Source: an optimization exercise on an open RTL-to-GDS flow (aim: small area and a short achievable clock period). Production flows keep margins and buffers that such runs may drop.

Setup of north:
==> flow/design.v (excerpt) <==
module mc_rf_top #(
	parameter int NUM_CS = 8
) (
	input  logic clk,
	input  logic rst,
	input  logic bus_cyc_i,
	input  logic bus_stb_i,
	input  logic bus_we_i,
	input  logic [31:0] bus_addr_i,
	input  logic [mc_pkg::DATA_W-1:0] bus_data_i,
	input  logic mc_sts_i,
	input  logic cs_le_i,
	input  logic init_ack_i,
	input  logic lmr_ack_i,
	output logic ack_o,
	output logic [mc_pkg::DATA_W-1:0] rd_data_o,
	output logic wp_err_o,
	output logic [mc_pkg::MAX_CS-1:0] cs_o,
	output logic [mc_pkg::DATA_W-1:0] csc_sel_o,
	output logic [mc_pkg::DATA_W-1:0] tms_sel_o,
	output logic [mc_pkg::MAX_CS-1:0] cs_need_rfr_o,
	output logic [2:0] ref_int_o,
	output logic [7:0] rfr_ps_val_o,
	output logic mc_vpen_o,
	output logic fs_o,
	output logic init_req_o,
	output logic lmr_req_o,
	output logic [mc_pkg::MAX_CS-1:0] spec_req_cs_o
);
Size in the first run: roughly 2,200 cells after synthesis, ~210 I/O pins, ~0.030 sq mm of cells after synthesis.
Settings: LEC_CHECK=0, CAP_MARGIN=20, CORE_MARGIN=2, CORE_UTILIZATION=60, CTS_BUF_LIST=sky130_fd_sc_hd__clkbuf_8, CTS_CLUSTER_DIAMETER=60, CTS_CLUSTER_SIZE=14, SETUP_SLACK_MARGIN=3.7, SLEW_MARGIN=20; clock period 7.0 ns.
standard.sh (not shown) runs the stock make flow with config.mk's settings and CLKGATE_MAP_FILE= SYNTH_SCRIPT=/design/flow/synth_recipe.tcl, a recipe that flattens the netlist after the stock synthesis.
==> flow/flow/run.sh <==
#!/bin/bash
# Standard ORFS layout (standard synthesis script), with resizing free to
# change cell footprints, plain buffers on the ports, and the slow
# single-size a222oi cell kept out of mapping and resizing.
set -euo pipefail
DU="$(cat flow/dont_use.txt)"
bash standard.sh MATCH_CELL_FOOTPRINT=0 "BUFFER_PORTS_ARGS=-buffer_cell sky130_fd_sc_hd__buf_2" "DONT_USE_CELLS=$DU" finish > standard.log 2>&1
==> flow/flow/dont_use.txt <==
sky130_fd_sc_hd__probe_p_8 sky130_fd_sc_hd__probec_p_8 sky130_fd_sc_hd__lpflow_bleeder_1 sky130_fd_sc_hd__lpflow_clkbufkapwr_1 sky130_fd_sc_hd__lpflow_clkbufkapwr_16 sky130_fd_sc_hd__lpflow_clkbufkapwr_2 sky130_fd_sc_hd__lpflow_clkbufkapwr_4 sky130_fd_sc_hd__lpflow_clkbufkapwr_8 sky130_fd_sc_hd__lpflow_clkinvkapwr_1 sky130_fd_sc_hd__lpflow_clkinvkapwr_16 sky130_fd_sc_hd__lpflow_clkinvkapwr_2 sky130_fd_sc_hd__lpflow_clkinvkapwr_4 sky130_fd_sc_hd__lpflow_clkinvkapwr_8 sky130_fd_sc_hd__lpflow_decapkapwr_12 sky130_fd_sc_hd__lpflow_decapkapwr_3 sky130_fd_sc_hd__lpflow_decapkapwr_4 sky130_fd_sc_hd__lpflow_decapkapwr_6 sky130_fd_sc_hd__lpflow_decapkapwr_8 sky130_fd_sc_hd__lpflow_inputiso0n_1 sky130_fd_sc_hd__lpflow_inputiso0p_1 sky130_fd_sc_hd__lpflow_inputiso1n_1 sky130_fd_sc_hd__lpflow_inputiso1p_1 sky130_fd_sc_hd__lpflow_inputisolatch_1 sky130_fd_sc_hd__lpflow_isobufsrc_1 sky130_fd_sc_hd__lpflow_isobufsrc_16 sky130_fd_sc_hd__lpflow_isobufsrc_2 sky130_fd_sc_hd__lpflow_isobufsrc_4 sky130_fd_sc_hd__lpflow_isobufsrc_8 sky130_fd_sc_hd__lpflow_isobufsrckapwr_16 sky130_fd_sc_hd__lpflow_lsbuf_lh_hl_isowell_tap_1 sky130_fd_sc_hd__lpflow_lsbuf_lh_hl_isowell_tap_2 sky130_fd_sc_hd__lpflow_lsbuf_lh_hl_isowell_tap_4 sky130_fd_sc_hd__lpflow_lsbuf_lh_isowell_4 sky130_fd_sc_hd__lpflow_lsbuf_lh_isowell_tap_1 sky130_fd_sc_hd__lpflow_lsbuf_lh_isowell_tap_2 sky130_fd_sc_hd__lpflow_lsbuf_lh_isowell_tap_4 sky130_fd_sc_hd__a222oi_1
north was carried through to the last stage, and its layout satisfied the timing, design-rule and antenna checks.
## Diff of input files: south against north
diff --git a/flow/design.v b/flow/design.v
--- a/flow/design.v
+++ b/flow/design.v
@@ -168,28 +168,22 @@
 	begin : g_slot
 		assign en[i] = csc_v[i] & csc_q[i][0];
 		assign wp_bit[i] = csc_q[i][8];
 		assign match[i] = en[i] &
 			(((csc_q[i][23:16] ^ bus_addr_i[28:21]) & mask_q[7:0]) == 8'h00);
 	end
 	logic [N-1:0] csc_sdram;
 	for (genvar i = 0; i < N; i++)
 	begin : g_need
+		assign need_rfr[i] = en[i] & (csc_q[i][3:1] == mc_pkg::MEM_TYPE_SDRAM);
 		assign csc_sdram[i] = csc_we[i] & bus_data_i[0] &
 			(bus_data_i[3:1] == mc_pkg::MEM_TYPE_SDRAM);
 	end
-	always_ff @(posedge clk or posedge rst)
-	begin
-		if (rst)
-			need_rfr <= '0;
-		else
-			need_rfr <= (need_rfr & ~csc_we) | csc_sdram;
-	end
 	always_comb
 	begin
 		cs_need_rfr_o = '0;
 		cs_need_rfr_o[N-1:0] = need_rfr;
 	end
 	logic [N-1:0] init_pending;
 	logic [N-1:0] lmr_pending;
 	logic [N-1:0] init_done;
 	logic [N-1:0] lmr_done;
@@ -239,36 +233,48 @@
 		for (int i = 0; i < N; i++)
 		begin
 			if (i == N - 1)
 				csc_d = csc_d | ({W{sel[i] & csc_v[i]}} & csc_q[i]);
 			else
 				csc_d = csc_d | ({W{sel[i]}} & csc_q[i]);
 			tms_d = tms_d | ({W{sel[i]}} & tms_q[i]);
 			tms_fill = tms_fill | (sel[i] & ~tms_v[i]);
 		end
-		tms_d = tms_d | {W{tms_fill}};
+	end
+	logic [W-1:0] tms_sel_q;
+	logic tms_sel_fill;
+	always_ff @(posedge clk)
+	begin
+		if (load)
+			tms_sel_q <= tms_d;
 	end
 	always_ff @(posedge clk or posedge rst)
 	begin
 		if (rst)
+			tms_sel_fill <= 1'b1;
+		else if (load)
+			tms_sel_fill <= tms_fill;
+	end
+	assign tms_sel_o = tms_sel_q | {W{tms_sel_fill}};
+	always_ff @(posedge clk or posedge rst)
+	begin
+		if (rst)
 		begin
 			cs_o <= '0;
 			wp_err_o <= 1'b0;
 			csc_sel_o <= '0;
-			tms_sel_o <= mc_pkg::TMS_RESET;
 		end
 		else if (load)
 		begin
 			cs_o <= '0;
 			cs_o[N-1:0] <= match;
 			wp_err_o <= |(match & wp_bit) & bus_we_i;
 			csc_sel_o <= csc_d;
-			tms_sel_o <= tms_d;
 		end
 		else if (!bus_cyc_i)
 			wp_err_o <= 1'b0;
 	end
 	logic [W-1:0] rd_d;
 	logic [4:0] rd_idx;
 	logic rd_csr, rd_mask, rd_fill;
 	logic [N-1:0] rd_csc, rd_tms;
 	assign rd_idx = bus_addr_i[6:2];
@@ -283,22 +289,27 @@
 	begin
 		rd_d = ({W{rd_csr}} & {rfr_ps_val_q, 13'b0, ref_int_q, 5'b0, fs_q, vpen_q, mc_sts_i}) |
 			({W{rd_mask}} & {{(W - 11){1'b0}}, mask_q});
 		rd_fill = 1'b0;
 		for (int i = 0; i < N; i++)
 		begin
 			rd_d = rd_d | ({W{rd_csc[i] & csc_v[i]}} & csc_q[i]) | ({W{rd_tms[i]}} & tms_q[i]);
 			rd_fill = rd_fill | (rd_tms[i] & ~tms_v[i]);
 		end
-		rd_d = rd_d | {W{rd_fill}};
 	end
+	logic [W-1:0] rd_q;
+	logic rd_fill_q;
 	always_ff @(posedge clk)
-		rd_data_o <= rd_d;
+	begin
+		rd_q <= rd_d;
+		rd_fill_q <= rd_fill;
+	end
+	assign rd_data_o = rd_q | {W{rd_fill_q}};
 	logic init_ack_q, lmr_ack_q;
 	logic init_done_q, lmr_done_q;
 	logic [N-1:0] grant_q;
 	logic [N-1:0] init_first, lmr_first;
 	logic done_busy;
 	assign init_first = init_pending & (~init_pending + 1'b1);
 	assign lmr_first = lmr_pending & (~lmr_pending + 1'b1);
 	assign done_busy = init_done_q | lmr_done_q;
 	always_ff @(posedge clk or posedge rst)
## What came out
- | area of all placed cells without fillers | south vs north | worse |
- Summary of the comparison: via count of the first global-routing pass is higher in south, relative to north.
- Diff north..south | total inserted antenna cells | unchanged
- south against north: global placement routability congestion higher, final setup slack of the worst path higher, share of cell area taken by flip-flops and latches lower, y dimension of the die higher.
- south vs. north: synthesized cell count went up by 25.
No functional check of the RTL was part of any run of this note.

[what the ideal ports hide]
The flow's constraints put no driver on any port. The routed layouts listed below were extracted and timed again, unchanged, in two steps.
Step 1 assumes that a clkbuf_16 drives the clock port and a buf_2 every other input.
Step 2, shift: input delay + t, output delay - t, t = (earliest + latest rising clock arrival at the registers) / 2. This alone moves slack from input paths to output paths.
Three values: no drivers, after step 1, after step 2; two values: the first two.
run | t (ns) | setup slack, ns | worst slew at a driven data input, ns
north | 0.776 | 3.642 / 3.681 / 2.904 | 0.10
south | 0.784 | 3.657 / 3.595 / 2.882 | 0.10
After both steps every run listed still meets setup and hold. For south, which loses most, drivers alone change the setup slack by -0.062 ns; drivers and shift together by -0.775 ns.
